This design comes from an exercise in tuning for small area and a short achievable clock period on the open sky130 flow, not from production work. Function was not checked in any run shown here: the RTL went through the layout flow alone. Power and IR drop assume default switching activity.

**flow/run.sh**
```bash
#!/bin/bash
# Own layout flow: the standard steps, except that synthesis maps
# with an area-oriented ABC script (flow/abc_area.script, see
# flow/synth.tcl) and leaves out Yosys's full-adder extraction, and
# timing repair aims for more setup margin.
set -euo pipefail
export MY_ABC_SCRIPT=$PWD/flow/abc_area.script
bash standard.sh ADDER_MAP_FILE= SYNTH_SCRIPT=$PWD/flow/synth.tcl synth > synth.log 2>&1
bash standard.sh SETUP_SLACK_MARGIN=10 finish > layout.log 2>&1
```
**flow/abc_area.script**
```
strash
dch
map -D 2500
topo
stime
```
**flow/synth.tcl**
```tcl
# The standard flow's synthesis script with ABC's mapping script replaced by the one
# named in MY_ABC_SCRIPT; everything else, registers included, is as in
# the standard synthesis.
proc synth {args} { yosys synth -nofsm -noshare {*}$args }
proc my_abc_args {name1 name2 op} {
  set i [lsearch -exact $::abc_args -script]
  if {$i >= 0 && [lindex $::abc_args [expr {$i + 1}]] ne $::env(MY_ABC_SCRIPT)} {
    set ::abc_args [lreplace $::abc_args [expr {$i + 1}] [expr {$i + 1}] $::env(MY_ABC_SCRIPT)]
  }
}
trace add variable ::abc_args write my_abc_args
source $::env(SCRIPTS_DIR)/synth.tcl
# left out here: clear keep_hierarchy, flatten, clean up, hide names made inside functions, write 1_2_yosys.v
```
**standard.sh**
```bash
#!/bin/bash
# synth_recipe.tcl (not shown) runs the flow's synth.tcl, then flattens the netlist and writes it again
# the make line also repeats each setting of config.mk as NAME=value (left out here)
make -C /OpenROAD-flow-scripts/flow DESIGN_CONFIG=/design/flow/config.mk WORK_HOME=/design/flow/orfs CLKGATE_MAP_FILE= SYNTH_SCRIPT=/design/flow/synth_recipe.tcl "${@:-finish}"
```
**config.mk**
```make
export PLATFORM = sky130hd
export DESIGN_NAME = ternary_matmul_top
export DESIGN_NICKNAME = ternary_matmul_top
export VERILOG_FILES = /design/flow/design.v
export SDC_FILE = /design/flow/constraint.sdc
export NUM_CORES = 4
export LEC_CHECK = 0
export CAP_MARGIN = 20
export CORE_MARGIN = 2
export CORE_UTILIZATION = 40
export SLEW_MARGIN = 20
```
**constraint.sdc**
```tcl
create_clock -name core_clock -period 14.0 [get_ports {clk}]
set_input_delay 2.8000 -clock core_clock [delete_from_list [all_inputs] [get_ports {clk}]]
set_output_delay 2.8000 -clock core_clock [all_outputs]
set_load 0.01 [all_outputs]
```
**design.v**
```verilog
package ternary_pkg;
    localparam int compute_slices = 2;
    localparam int lanes_per_byte = 5;
    localparam int array_rows = lanes_per_byte * compute_slices;
    localparam int acc_count = array_rows * compute_slices;
    localparam int acc_width = 16;
    localparam int byte_width = 8;
    localparam int result_shift = 8;
    typedef logic [acc_width-1:0] acc_t;
    typedef logic [byte_width-1:0] byte_t;
endpackage
module weight_unpacker(packed_weights, en, neg);
  input [7:0] packed_weights;
  wire [7:0] packed_weights;
  output [4:0] en;
  wire [4:0] en;
  output [4:0] neg;
  wire [4:0] neg;
  wire _000_;
  wire _001_;
  wire _002_;
  wire _003_;
  wire _004_;
  wire _005_;
  wire _006_;
  wire _007_;
  wire _008_;
  wire _009_;
  wire _010_;
  wire _011_;
  wire _012_;
  wire _013_;
  wire _014_;
  wire _015_;
  wire _016_;
  wire _017_;
  wire _018_;
  wire _019_;
  wire _020_;
  wire _021_;
  wire _022_;
  wire _023_;
  wire _024_;
  wire _025_;
  wire _026_;
  wire _027_;
  wire _028_;
  wire _029_;
  wire _030_;
  wire _031_;
  wire _032_;
  wire _033_;
  wire _034_;
  wire _035_;
  wire _036_;
  wire _037_;
  wire _038_;
  wire _039_;
  wire _040_;
  wire _041_;
  wire _042_;
  wire _043_;
  wire _044_;
  wire _045_;
  wire _046_;
  wire _047_;
  wire _048_;
  wire _049_;
  wire _050_;
  wire _051_;
  wire _052_;
  wire _053_;
  wire _054_;
  wire _055_;
  wire _056_;
  wire _057_;
  wire _058_;
  wire _059_;
  wire _060_;
  wire _061_;
  wire _062_;
  wire _063_;
  wire _064_;
  wire _065_;
  wire _066_;
  wire _067_;
  wire _068_;
  wire _069_;
  wire _070_;
  wire _071_;
  wire _072_;
  wire _073_;
  wire _074_;
  wire _075_;
  wire _076_;
  wire _077_;
  wire _078_;
  wire _079_;
  wire _080_;
  wire _081_;
  wire _082_;
  wire _083_;
  wire _084_;
  wire _085_;
  wire _086_;
  wire _087_;
  wire _088_;
  wire _089_;
  wire _090_;
  wire _091_;
  wire _092_;
  wire _093_;
  wire _094_;
  wire _095_;
  wire _096_;
  wire _097_;
  wire _098_;
  wire _099_;
  wire _100_;
  wire _101_;
  wire _102_;
  wire _103_;
  wire _104_;
  wire _105_;
  wire _106_;
  wire _107_;
  wire _108_;
  wire _109_;
  wire _110_;
  wire _111_;
  wire _112_;
  wire _113_;
  wire _114_;
  wire _115_;
  wire _116_;
  wire _117_;
  wire _118_;
  assign _039_ = 4'h2 >> packed_weights[7:6];
  assign _040_ = 4'h4 >> { packed_weights[4], packed_weights[1] };
  assign _041_ = 4'h8 >> { packed_weights[5], packed_weights[2] };
  assign _042_ = 4'h1 >> { packed_weights[5], packed_weights[2] };
  assign _043_ = 4'h1 >> { _042_, _041_ };
  assign _044_ = 4'h4 >> { _043_, _040_ };
  assign _045_ = 4'h2 >> { packed_weights[4], packed_weights[1] };
  assign _046_ = 4'h2 >> { packed_weights[5], packed_weights[2] };
  assign _047_ = 4'h1 >> { _046_, _045_ };
  assign _048_ = 4'h1 >> { _047_, _044_ };
  assign _049_ = 4'h8 >> { _047_, _044_ };
  assign _050_ = 4'h1 >> { _049_, _048_ };
  assign _051_ = 4'h4 >> { packed_weights[0], packed_weights[3] };
  assign _052_ = 4'h2 >> { packed_weights[0], packed_weights[3] };
  assign _053_ = 4'h1 >> { _052_, _051_ };
  assign _054_ = 4'h4 >> { _053_, _050_ };
  assign _055_ = 4'h4 >> { packed_weights[5], packed_weights[2] };
  assign _056_ = 4'h1 >> { _055_, _045_ };
  assign _057_ = 4'h1 >> { _046_, _040_ };
  assign _058_ = 4'h2 >> { _057_, _056_ };
  assign _059_ = 4'h4 >> { _057_, _056_ };
  assign _060_ = 4'h1 >> { _059_, _058_ };
  assign _061_ = 4'h2 >> { _060_, _051_ };
  assign _062_ = 4'h8 >> { _061_, _050_ };
  assign _063_ = 4'h8 >> { _060_, _052_ };
  assign _064_ = 4'h1 >> { _063_, _062_ };
  assign _065_ = 4'h4 >> { _064_, _054_ };
  assign _066_ = 4'h2 >> { _065_, _039_ };
  assign _067_ = 4'h8 >> { _052_, _050_ };
  assign _068_ = 4'h1 >> { _067_, _061_ };
  assign _069_ = 4'h2 >> { _060_, _050_ };
  assign _070_ = 4'h2 >> { _069_, _053_ };
  assign _071_ = 4'h2 >> { _070_, _068_ };
  assign _072_ = 4'h2 >> { _071_, _065_ };
  assign _073_ = 4'h1 >> { _072_, _039_ };
  assign _074_ = 4'h4 >> packed_weights[7:6];
  assign _075_ = 4'h1 >> { _074_, _071_ };
  assign _076_ = 4'h1 >> { _075_, _073_ };
  assign _077_ = 4'h2 >> { _076_, packed_weights[7] };
  assign _078_ = 4'h1 >> { _077_, _066_ };
  assign _079_ = 4'h1 >> { _052_, _040_ };
  assign _080_ = 4'h1 >> { _079_, _045_ };
  assign _081_ = 4'h2 >> { _080_, _043_ };
  assign _082_ = 4'h4 >> { _080_, _043_ };
  assign _083_ = 4'h1 >> { _082_, _081_ };
  assign _084_ = 4'h2 >> { _083_, _078_ };
  assign _085_ = 4'h2 >> { _069_, _068_ };
  assign _086_ = 4'h2 >> { _085_, _046_ };
  assign _087_ = 4'h8 >> { _085_, _055_ };
  assign _088_ = 4'h8 >> { _051_, _048_ };
  assign _089_ = 4'h1 >> { _088_, _087_ };
  assign _090_ = 4'h4 >> { _089_, _086_ };
  assign _091_ = 4'h4 >> { _090_, _084_ };
  assign _092_ = 4'h2 >> { _090_, _078_ };
  assign _093_ = 4'h1 >> { _092_, _091_ };
  assign _094_ = 4'h8 >> packed_weights[7:6];
  assign _095_ = 4'h4 >> { packed_weights[6], packed_weights[4] };
  assign _096_ = 4'h2 >> { packed_weights[7], packed_weights[5] };
  assign _097_ = 4'h4 >> { packed_weights[7], packed_weights[5] };
  assign _098_ = 4'h1 >> { _097_, _096_ };
  assign _099_ = 4'h4 >> { _098_, _095_ };
  assign _100_ = 4'h2 >> { _039_, packed_weights[4] };
  assign _101_ = 4'h1 >> { _098_, _074_ };
  assign _102_ = 4'h4 >> { _101_, _100_ };
  assign _103_ = 4'h1 >> { _102_, _099_ };
  assign _104_ = 4'h2 >> { _091_, _042_ };
  assign _105_ = 4'h2 >> { _104_, packed_weights[3] };
  assign _106_ = 4'h1 >> { _105_, _041_ };
  assign _107_ = 4'h1 >> { _106_, packed_weights[4] };
  assign _108_ = 4'h8 >> { _091_, packed_weights[5] };
  assign _109_ = 4'h2 >> { _108_, packed_weights[4] };
  assign _110_ = 4'h4 >> { _109_, _105_ };
  assign _111_ = 4'h8 >> { _099_, _094_ };
  assign _112_ = 4'h4 >> { _083_, _078_ };
  assign _113_ = 4'h1 >> { _112_, _111_ };
  assign en[3] = 4'h7 >> { _113_, _091_ };
  assign _114_ = 4'h1 >> { _043_, packed_weights[3] };
  assign _115_ = 4'h2 >> { _041_, packed_weights[3] };
  assign _116_ = 4'h1 >> { _115_, _114_ };
  assign _117_ = 4'h4 >> { _116_, en[3] };
  assign _118_ = 4'h1 >> { _117_, _110_ };
  assign _000_ = 4'h4 >> { _118_, _107_ };
  assign _001_ = 4'h4 >> { _000_, _074_ };
  assign _002_ = 4'h4 >> { _042_, packed_weights[3] };
  assign _003_ = 4'h2 >> { _002_, _109_ };
  assign _004_ = 4'h2 >> packed_weights[4:3];
  assign _005_ = 4'h4 >> { _004_, _042_ };
  assign _006_ = 4'h1 >> { _005_, _002_ };
  assign _007_ = 4'h2 >> { _006_, _091_ };
  assign _008_ = 4'h1 >> { _007_, _003_ };
  assign _009_ = 4'h8 >> { _008_, packed_weights[7] };
  assign _010_ = 4'h1 >> { _008_, packed_weights[7] };
  assign _011_ = 4'h1 >> { _010_, _009_ };
  assign _012_ = 4'h8 >> { _011_, packed_weights[6] };
  assign _013_ = 4'h1 >> packed_weights[7:6];
  assign _014_ = 4'h4 >> { _013_, _008_ };
  assign _015_ = 4'h1 >> { _014_, _000_ };
  assign _016_ = 4'h4 >> { _015_, _012_ };
  assign neg[2] = 4'h1 >> { _016_, _001_ };
  assign _017_ = 4'h4 >> { neg[2], packed_weights[3] };
  assign _018_ = 4'h8 >> { _017_, _093_ };
  assign _019_ = 4'h1 >> { _018_, _103_ };
  assign _020_ = 4'h8 >> { _017_, _103_ };
  assign neg[1] = 4'h1 >> { _020_, _019_ };
  assign _021_ = 4'h2 >> { neg[1], packed_weights[5] };
  assign _022_ = 4'h8 >> { _021_, _094_ };
  assign neg[3] = 4'h2 >> { _022_, _093_ };
  assign _023_ = 4'h8 >> { _021_, _074_ };
  assign _024_ = 4'h2 >> { _021_, _094_ };
  assign neg[0] = 4'he >> { _024_, _023_ };
  assign _025_ = 4'h1 >> { _024_, _013_ };
  assign _026_ = 4'h2 >> { _025_, _072_ };
  assign _027_ = 4'h8 >> { _074_, _071_ };
  assign _028_ = 4'h1 >> { _027_, _066_ };
  assign en[4] = 4'h4 >> { _028_, _026_ };
  assign _029_ = 4'h4 >> { _025_, _011_ };
  assign _030_ = 4'h1 >> { _029_, _000_ };
  assign _031_ = 4'h8 >> { _025_, _000_ };
  assign en[2] = 4'he >> { _031_, _030_ };
  assign _032_ = 4'h2 >> { _100_, _098_ };
  assign _033_ = 4'h4 >> { en[2], _094_ };
  assign _034_ = 4'h1 >> { _033_, _032_ };
  assign _035_ = 4'h1 >> { _098_, _095_ };
  assign _036_ = 4'h1 >> { _035_, neg[1] };
  assign en[1] = 4'hb >> { _036_, _034_ };
  assign _037_ = 4'h2 >> { neg[1], packed_weights[6] };
  assign en[0] = 4'he >> { _037_, packed_weights[7] };
  assign _038_ = 4'h1 >> { _025_, _065_ };
  assign neg[4] = 4'he >> { _038_, _076_ };
endmodule
`timescale 1ns/1ps
module input_stager (
    input  logic       clk,
    input  logic       reset,
    input  logic       compute,
    input  logic [7:0] weights_in,
    input  logic [7:0] activations_in,
    output logic [9:0] row_en,
    output logic [9:0] row_neg,
    output logic [7:0] act
);
    logic       slice;
    logic       slice_next;
    logic [7:0] fill_w0, fill_w1, fill_a0, fill_a1;
    logic [4:0] en0, neg0, en1, neg1;
    logic [7:0] frame0;
    assign slice_next = !reset && compute && !slice;
    always_ff @(posedge clk) begin
        slice <= slice_next;
    end
    always_ff @(posedge clk) begin
        if (reset) begin
            fill_w0 <= 8'hff;
            fill_w1 <= 8'hff;
            fill_a0 <= 8'h00;
            fill_a1 <= 8'h00;
        end else if (slice) begin
            fill_w1 <= weights_in;
            fill_a1 <= activations_in;
        end else begin
            fill_w0 <= weights_in;
            fill_a0 <= activations_in;
        end
    end
    weight_unpacker u_dec0 (.packed_weights(fill_w0), .en(en0), .neg(neg0));
    weight_unpacker u_dec1 (.packed_weights(fill_w1), .en(en1), .neg(neg1));
    always_ff @(posedge clk) begin
        if (!slice) begin
            row_en  <= {en1, en0};
            row_neg <= {neg1, neg0};
            frame0  <= fill_a0;
        end
    end
    always_ff @(posedge clk) begin
        if (slice) begin
            act <= frame0;
        end else if (slice_next) begin
            act <= fill_a1;
        end else begin
            act <= fill_a0;
        end
    end
endmodule
`timescale 1ns/1ps
module mac_array (
    input  logic                   clk,
    input  logic                   clr_head,
    input  logic [9:0]             row_en,
    input  logic [9:0]             row_neg,
    input  logic [7:0]             act,
    output ternary_pkg::acc_t [ternary_pkg::acc_count-1:0] acc_q
);
    for (genvar r = 0; r < ternary_pkg::array_rows; r++) begin : g_row
        logic [15:0] h, sum;
        logic [7:0]  t;
        logic [8:0]  c;
        logic [8:0]  ones, zeros;
        logic        inc, dec;
        assign h = clr_head ? 16'h0000 : acc_q[2*r];
        assign t    = {8{row_en[r]}} & (act ^ {8{row_neg[r]}});
        assign c[0] = row_en[r] & row_neg[r];
        for (genvar i = 0; i < 8; i++) begin : g_lo
            assign sum[i]  = h[i] ^ t[i] ^ c[i];
            assign c[i+1]  = (h[i] & t[i]) | (c[i] & (h[i] ^ t[i]));
        end
        assign inc = c[8] & !t[7];
        assign dec = !c[8] & t[7];
        assign ones[0]  = 1'b1;
        assign zeros[0] = 1'b1;
        for (genvar i = 0; i < 8; i++) begin : g_hi
            assign ones[i+1]  = ones[i] & h[8+i];
            assign zeros[i+1] = zeros[i] & !h[8+i];
            assign sum[8+i]   = h[8+i] ^ ((inc & ones[i]) | (dec & zeros[i]));
        end
        always_ff @(posedge clk) begin
            acc_q[2*r]   <= acc_q[2*r+1];
            acc_q[2*r+1] <= sum;
        end
    end
endmodule
`timescale 1ns/1ps
module readout_queue (
    input  logic       clk,
    input  logic       reset,
    input  logic       compute,
    input  logic       clr,
    input  logic       clr_prev,
    input  logic       cap,
    input  logic       zero,
    input  ternary_pkg::acc_t [ternary_pkg::acc_count-1:0] acc_q,
    output logic [7:0] result_out
);
    localparam int N = ternary_pkg::acc_count;
    ternary_pkg::byte_t q [1:N-1];
    ternary_pkg::byte_t e [1:N-1];
    for (genvar n = 1; n < N; n++) begin : g_e
        if (n % 2 == 0) begin : g_head
            assign e[n] = cap ? (clr_prev ? 8'h00 : acc_q[n][15:8]) : q[n];
        end else begin : g_tail
            assign e[n] = cap ? acc_q[n][15:8] : q[n];
        end
    end
    always_ff @(posedge clk) begin
        for (int n = 1; n < N - 1; n++) begin
            q[n] <= e[n+1];
        end
        q[N-1] <= e[N-1];
    end
    always_ff @(posedge clk) begin
        if (reset) begin
            result_out <= '0;
        end else if (!compute) begin
            result_out <= clr ? 8'h00 : acc_q[1][15:8];
        end else begin
            result_out <= zero ? 8'h00 : e[1];
        end
    end
endmodule
`timescale 1ns/1ps
module ternary_matmul_top (
    input  logic       clk,
    input  logic       reset,
    input  logic [7:0] weights_in,
    input  logic [7:0] activations_in,
    input  logic       compute,
    output logic [7:0] result_out
);
    logic [9:0] row_en, row_neg;
    logic [7:0] act;
    logic clr, clr_prev, clr_head, cap, zero;
    ternary_pkg::acc_t [ternary_pkg::acc_count-1:0] acc_q;
    always_ff @(posedge clk) begin
        clr      <= reset || !compute;
        clr_prev <= clr;
        clr_head <= reset || !compute || clr;
        cap      <= !reset && !compute;
        zero     <= reset || (zero && compute);
    end
    input_stager u_input_stager (
        .clk            (clk),
        .reset          (reset),
        .compute        (compute),
        .weights_in     (weights_in),
        .activations_in (activations_in),
        .row_en         (row_en),
        .row_neg        (row_neg),
        .act            (act)
    );
    mac_array u_mac_array (
        .clk      (clk),
        .clr_head (clr_head),
        .row_en   (row_en),
        .row_neg  (row_neg),
        .act      (act),
        .acc_q    (acc_q)
    );
    readout_queue u_readout_queue (
        .clk        (clk),
        .reset      (reset),
        .compute    (compute),
        .clr        (clr),
        .clr_prev   (clr_prev),
        .cap        (cap),
        .zero       (zero),
        .acc_q      (acc_q),
        .result_out (result_out)
    );
endmodule
```
==> metrics.csv, run 1 <==
metric,value,unit
r2r worst-path depth,23,
grt total ovfl,0,
top_reg_cell synth,dfxtp_1,
DP Worst Slack,8.722,ns
final worst-path setup slack,10.04,ns
total routed wirelength,46070,um
Finished Cell Area,0.02497,mm2
outcome,"complete, no violations",
CTS max path bufs,3,
Iteration-0 DRC Markers,911,
Placer Congestion,0.8340,
gr busiest metal,met2,
Syn Nets,2584,
initial core utilization,0.4041,
worst rel slew slack,0.3499,
max-cap check violation count,0,
Hold Slack,0.3196,ns
Yosys top cell area share,0.4925,
Core ar.,0.05130,mm2
fraction of registers with async set or reset after synthesis,0,
min cycle time layout,3.964,ns
Layout Utilization,0.4867,
fraction of layout cells with a size suffix above 1,0.1113,
# clock sinks,546,
clk_skew,0.02207,ns
Post-DP Area,0.02193,mm2
met1 Use GR,0.2226,
switching power of the nets,1.370,mW
Tightest Pin Transition,0.9676,ns
Tot GR Track Use,0.1673,
die extent in x,231.7,um
clock tree root buffer cell,clkbuf_16,
"Largest delay share family, worst path",flip-flops,
Hold Path Class,flop to flop,
post-route insts no fill,3448,
"Seq/Total Area, Yosys",0.5447,
synthesized netlist cell count,2565,
power per cell area,188.0,mW/mm2
Pins Over Slew Limit,0,
"FF+latch count, synth",546,
I/O Buffers,26,
crit-path max FO,1,
placed cell count,3281,
reg2reg end,u_input_stager.row_en[1],
Worst setup EP type,primary output,
final hold viol count,0,
DR pass1 iterations,5,
Skew-Pair Late Insertion Delay,0.61,ns
total power,4.694,mW
"top cells by area, synth","dfxtp_1 (49%), nand2_1 (10%), nor2_1 (7.2%)",
DRC violations left,0,
hold depth,0,
Final period util,0.2831,
Final setup viols,0,
Clock transition at path regs,0.07,ns
chip height,231.7,um
WHS Endpoint,u_mac_array.acc_q[133],
TritonCTS clock tree,yes,
Yosys top cell by area,dfxtp_1,
post-synthesis cell type count,37,
TNS Setup,0,ns
"reg-to-reg slack, setup",10.24,ns
Internal,3.324,mW
"Slowest-stage cell, CP",dfxtp_1,
CTS Buf Count,53,
CP Cell Sequence,dlygate4sd2_1,
full die area,0.05366,mm2
most frequent cells in the layout,"nand2_1 (554), dfxtp_1 (499), nor2_1 (379), clkinv_1 (287), o21ai_0 (228)",
FF-to-FF Start,u_input_stager.fill_w0[2],
"EDFF count, synth",36,
first-pass GRT wire length,74230,um
Mean Syn Cell Area,8.082,um2
maximum vdd drop,0.0001197,V
DP Wirelength,28710,um
mapped cell area,0.02073,mm2
CP Class,flop to primary output,
fin nets,2741,
Std-Cell Rows,83,
met3 Use GR,0.02301,
post-DR vias/cell,4.715,
leakage,10.59,nW
vias in the first global route,15238,
Switching Share,0.2918,
Flop pwr share,0.484,
routed len/inst,13.36,um
startpoint types,flop,
vias,16258,
Worst Path Buf+Inv,1,
met2 usage,0.2788,
CTS H-tree lvls,2,
"Data required, critical path",11.20,ns
"antenna viol nets, final",0,
synth-to-layout area growth,20.45,%
min-delay src,u_mac_array.acc_q[149],
initial antenna violation count,0,
clock network fraction of total power,0.319,
"most common cell after layout, fill and taps aside",nand2_1,
Gate power share,0.197,
critical path's largest stage delay,0.30,ns
Max Fclk,252.3,MHz
RSZ-0062 raised after global routing,true,
Fill cells,4897,
largest net degree at the start of global routing,80,
io pins,27,
Yosys Warn Count,6,
CP arrival,1.16,ns
[worst max path at each step]
stage | from | endpoint | slack (ns) | cells after the start
detailed placement | reset | u_readout_queue.result_out[3] | 8.72 | 6
floorplan | clr_head | u_mac_array.acc_q[287] | 9.99 | 22
finish | u_readout_queue.result_out[1] | result_out[1] | 10.04 | 1
global placement | reset | u_readout_queue.result_out[5] | 8.93 | 6
global route | u_input_stager.row_en[9] | u_mac_array.acc_q[319] | 9.90 | 25
CTS | clr_head | u_mac_array.acc_q[95] | 9.87 | 24
[cells by family (layout without fill, tap and decap cells)]
| group | count (synthesis) | after routing | share of synthesized area |
|---|---|---|---|
| AOI/OAI and AO/OA | 419 | 419 | 0.1111 |
| xor gates and xnor gates | 174 | 174 | 0.07352 |
| buffers and inverters | 317 | 519 | 0.05740 |
| DFF | 546 | 546 | 0.5447 |
| other | 0 | 1 | 0 |
| and+or+nand+nor | 1103 | 1103 | 0.2105 |
| adders and majority gates | 6 | 6 | 0.002897 |
[routing by layer]
| layer | wire (um) | vias up |
|---|---|---|
| met5 | 0 | - |
| met4 | 1067 | 0 |
| met3 | 1525 | 76 |
| met2 | 21200 | 246 |
| met1 | 22280 | 7410 |
| li1 | - | 8526 |
[repair_timing]
item,CTS,global route
cloned,2,2
gates resized for setup,62,126
pin swaps,3,26
hold buffers,0,0
setup endpoints to repair,113,80
setup buffers,5,57
[registers in the layout, indices dropped and copies added, names as in the netlist]
register and cells:
zero 1, u_input_stager.fill_a0 8, u_input_stager.row_en 10, clr_head 1, u_input_stager.act 8, u_input_stager.frame0 8
u_input_stager.fill_w0 8, u_input_stager.row_neg 10, u_input_stager.fill_a1 8, u_readout_queue.result_out 8, u_input_stager.slice 1, u_mac_array.acc_q 320
clr 1, u_readout_queue.q 144, cap 1, u_input_stager.fill_w1 8, clr_prev 1
[synthesized netlist by cell type, types with 2 or more instances]
cell type,number
nor3b_1,3
o31ai_1,9
o22ai_1,3
nor3_1,62
o32a_2,2
nor4_1,7
o211ai_1,12
nand3_1,40
nor2_1,400
a31o_2,2
nand4_1,15
o21ai_0,239
o21a_1,11
a31oi_1,10
a21o_2,2
xor2_1,155
dfxtp_1,510
o32ai_1,2
a21boi_0,11
a21oi_1,105
edfxtp_1,36
maj3_1,6
o221ai_1,2
and2_2,2
clkinv_1,317
or2_2,7
xnor2_1,19
a211oi_1,2
nand2_1,566
[power by group through the flow]
stage	Combinational, mW	Sequential (mW)	Clock [mW]
after CTS	0.836	2.28	1.53
after global placement	0.795	2.29	0
after floorplan	0.641	2.25	0
after global routing	1.06	2.33	1.60
final	0.923	2.27	1.50
after detailed placement	0.813	2.31	0
[layout make-up]
| cell class | instances | area [um2] | share of cell area |
|---|---|---|---|
| inverter | 317 | 1290 | 0.05166 |
| antenna | 1 | 2.502 | 0.0001002 |
| multi-input combinational | 1702 | 8702 | 0.3485 |
| sequential | 546 | 11310 | 0.4531 |
| tap | 680 | 850.8 | 0.03408 |
| clock buffer | 74 | 1508 | 0.06038 |
| timing repair buffer | 102 | 964.7 | 0.03864 |
| clock inverter | 26 | 336.6 | 0.01348 |
==> inputs of run 2 (changes only) <==
==> flow/abc_area.script (replaced) <==
strash
dch
map -D 2000
topo
stime
--- a/config.mk
+++ b/config.mk
@@ -8,4 +8,6 @@
 export CAP_MARGIN = 20
 export CORE_MARGIN = 2
 export CORE_UTILIZATION = 40
+export CTS_CLUSTER_DIAMETER = 100
+export CTS_CLUSTER_SIZE = 30
 export SLEW_MARGIN = 20
==> run 2 against run 1 <==
Clock power decreased by 48%. Sequential share of layout area rose by 3.6 points. Critical path depth unchanged. Still clean. Register-to-register slack improved by 0.11 ns. Worst hold slack lost 0.0050 ns. Combinational power is 9.1% lower. Synthesized cell count is 3.2% higher. Critical endpoint is now result_out[7]. Cell count is 1.4% lower. Flip-flop and latch count did not move. Largest cell class unchanged. Die area is 2.2% higher. Total power fell by 17%.
==> metrics.csv, run 2 <==
metric,value,unit,change
outcome,"complete, no violations",,
CTS Buf Count,22,,-58%
fin nets,2723,,-0.66%
io pins,27,,unchanged
Top Registers,"u_mac_array.acc_q: 320 flops, u_readout_queue.q: 144 flops",,
placed cell count,3368,,+2.7%
startpoint types,flop,,
final worst-path setup slack,10.06,ns,+0.02280 ns
initial core utilization,0.4040,,about the same
min cycle time layout,3.941,ns,-0.02280 ns
fraction of registers with async set or reset after synthesis,0,,unchanged
Biggest register,u_mac_array.acc_q,,
Hold Path Class,flop to flop,,
Yosys Warn Count,6,,unchanged
CP Class,flop to primary output,,
clock tree root buffer cell,clkbuf_16,,
full die area,0.05483,mm2,+2.2%
mapped cell area,0.02119,mm2,+2.2%
Max Fclk,253.7,MHz,+0.58%
routed len/inst,13.24,um,-0.90%
Mean Syn Cell Area,8.008,um2,-0.91%
synth-to-layout area growth,9.147,%,
Skew-Pair Late Insertion Delay,0.58,ns,-0.03 ns
"EDFF count, synth",36,,unchanged
Tightest Pin Transition,1.052,ns,+0.08466 ns
Final setup viols,0,,unchanged
# clock sinks,546,,unchanged
worst rel slew slack,0.2931,,-0.05687
clk_skew,0.03219,ns,+0.01012 ns
post-DR vias/cell,4.833,,+2.5%
Placer Congestion,0.8485,,+1.7%
Synth top cells by count,"nand2_1 (651), dfxtp_1 (510), nor2_1 (335)",,
Gate power share,0.216,,+0.019
first-pass GRT wire length,74640,um,+0.56%
leakage,9.926,nW,-6.3%
power per cell area,167.9,mW/mm2,-11%
maximum vdd drop,0.00008754,V,-27%
initial antenna violation count,0,,unchanged
Layout Utilization,0.4410,,-0.04573
Core ar.,0.05245,mm2,+2.2%
fraction of layout cells with a size suffix above 1,0.03392,,-0.07739
max-cap check violation count,0,,unchanged
CTS H-tree lvls,1,,-1
"reg-to-reg slack, setup",10.35,ns,+0.11 ns
most frequent cells in the layout,"nand2_1 (649), dfxtp_1 (505), nor2_1 (331), clkinv_1 (293), o21ai_0 (227)",,
top_reg_cell synth,dfxtp_1,,
Std-Cell Rows,84,,+1.2%
Fill cells,5176,,+5.7%
ANT cells,0,,-1
post-synthesis cell type count,37,,unchanged
post-route insts no fill,3400,,-1.4%
clock network fraction of total power,0.200,,-0.119
DRC violations left,0,,unchanged
CP Cell Sequence,clkdlybuf4s15_1,,
synthesized netlist cell count,2646,,+3.2%
Worst Path Buf+Inv,1,,unchanged
DP Worst Slack,8.866,ns,+0.1445 ns
number of flip-flops in the largest register,320,,unchanged
die extent in x,234.2,um,+1.1%
Final period util,0.2815,,-0.001629
Worst setup EP type,primary output,,
crit-path max FO,1,,unchanged
"most common cell after layout, fill and taps aside",nand2_1,,
Yosys top cell area share,0.4818,,-0.01067
top-count cell post-synth,nand2_1,,
Iteration-0 DRC Markers,940,,+3.2%
"Hold-fix buffers, CTS",0,,unchanged
DR pass1 iterations,5,,unchanged
Internal,2.680,mW,-19%
final hold viol count,0,,unchanged
"Setup Fix Bufs, Post-CTS",0,,-5
switching power of the nets,1.204,mW,-12%
TritonCTS clock tree,yes,,
chip height,234.2,um,+1.1%
critical path's largest stage delay,0.33,ns,+0.03 ns
Flop pwr share,0.584,,+0.100
CTS max path bufs,3,,unchanged
"Seq/Total Area, Yosys",0.5329,,-0.01180
"top cells by area, synth","dfxtp_1 (48%), nand2_1 (12%), xor2_1 (7.0%)",,
grt total ovfl,0,,unchanged
Syn Nets,2665,,+3.1%
DP Wirelength,30660,um,+6.8%
vias in the first global route,15368,,+0.85%
"Slowest-stage cell, CP",dfxtp_1,,
total routed wirelength,45020,um,-2.3%
"Largest delay share family, worst path",flip-flops,,
Switching Share,0.3100,,+0.01822
largest net degree at the start of global routing,76,,-5.0%
"antenna viol nets, final",0,,unchanged
total power,3.884,mW,-17%
I/O Buffers,26,,unchanged
RSZ-0062 raised after global routing,true,,
vias,16431,,+1.1%
Clock transition at path regs,0.11,ns,+0.04 ns
Yosys top cell by area,dfxtp_1,,
Tot GR Track Use,0.1648,,-0.002487
"Data required, critical path",11.20,ns,about the same
CP arrival,1.14,ns,-0.02 ns
Pins Over Slew Limit,0,,unchanged
"FF+latch count, synth",546,,unchanged
TNS Setup,0,ns,unchanged
-- run 2: changes by cell type after synthesis, sizes merged, moves of 8 or more --
cell | previous run | this run
nand3 | 40 | 103
o21ai | 239 | 230
a21oi | 105 | 97
clkinv | 317 | 302
nand2 | 566 | 651
xor2 | 155 | 169
nand4 | 15 | 25
nor2 | 400 | 335
a22oi | 1 | 9
-- run 2: what timing repair did --
item                                    in CTS  in global routing
pin swaps                                    0                  1
endpoints found under the setup margin      65                 57
resized for setup                           24                 35
-- run 2: worst paths after layout --
path	cells after the start	end	startpoint
max	1	result_out[7]	u_readout_queue.result_out[7]
min	0	u_mac_array.acc_q[34]	u_mac_array.acc_q[50]
max reg2reg	18	u_input_stager.row_en[4]	u_input_stager.fill_w0[2]
min reg2reg	0	u_mac_array.acc_q[34]	u_mac_array.acc_q[50]
-- run 2: kinds of logic (layout without fill, tap and decap cells) --
family          count (synthesis)  after routing  synth area share
compound gates                416            416            0.1094
flops                         546            546            0.5329
xor+xnor                      184            184           0.07606
simple gates                 1198           1198            0.2282
buf+inv                       302            368           0.05350
-- run 2: power by group through the flow --
stage / registers, mW / logic, mW / clock network (mW)
2_1_floorplan: 2.25 / 0.651 / 0
3_3_place_gp: 2.29 / 0.809 / 0
3_5_place_dp: 2.31 / 0.827 / 0
4_1_cts: 2.27 / 0.835 / 0.809
5_1_grt: 2.32 / 0.970 / 0.862
6_report: 2.27 / 0.839 / 0.776
-- run 2: routing by layer --
| layer | global-route usage | vias to the layer above | part of all wire |
|---|---|---|---|
| met4 | 0.03738 | 0 | 0.019 |
| met5 | 0 | - | 0 |
| met3 | 0.02006 | 45 | 0.030 |
| met2 | 0.2849 | 217 | 0.46 |
| li1 | - | 8644 | - |
| met1 | 0.2195 | 7525 | 0.49 |
-- run 2: stage by stage --
step | area [um2] | hold slack, ns
detailed placement | 22390 | 0.3121
CTS | 23040 | 0.3133
global placement | 22390 | 0.3106
floorplan | 21210 | 0.3096
finish | 23130 | 0.3146
global route | 23130 | 0.3209
-- run 2: layout make-up --
class | count | area (um2) | area share
Sequential cell | 546 | 11300 | 0.4888
Multi-Input combinational cell | 1798 | 8851 | 0.3827
Inverter | 302 | 1162 | 0.05026
Tap cell | 688 | 860.8 | 0.03722
Clock buffer | 29 | 586.8 | 0.02537
Timing Repair Buffer | 34 | 317.8 | 0.01374
Clock inverter | 3 | 43.79 | 0.001894

static timing again, ports no longer ideal:
The flow's constraints put no driver on any port. The routed layouts listed below were extracted and timed again, unchanged, in two steps.
Step 1 (the two cells are an assumption about what drives the block):
set clk [get_ports {clk}]
set_driving_cell -lib_cell sky130_fd_sc_hd__clkbuf_16 $clk
set_driving_cell -lib_cell sky130_fd_sc_hd__buf_2 [delete_from_list [all_inputs] $clk]
Step 2 times the ports against the registers' clock, not the clock port: input delays grow and output delays shrink by t, the midpoint of the rising clock arrivals with the driver on.
Three values: ideal, step 1, step 2; two values: the first two.
run | shift t [ns] | setup slack, ns | worst setup path at the end
run 1 | 0.653 | 10.036 / 9.978 / 9.499 | input to register
run 2 | 0.620 | 10.059 / 10.002 / 9.525 | input to register
After both steps setup and hold are still met in every run listed. The setup slack of run 1, which loses most, moves by -0.058 ns with the drivers and by -0.537 ns with both steps.
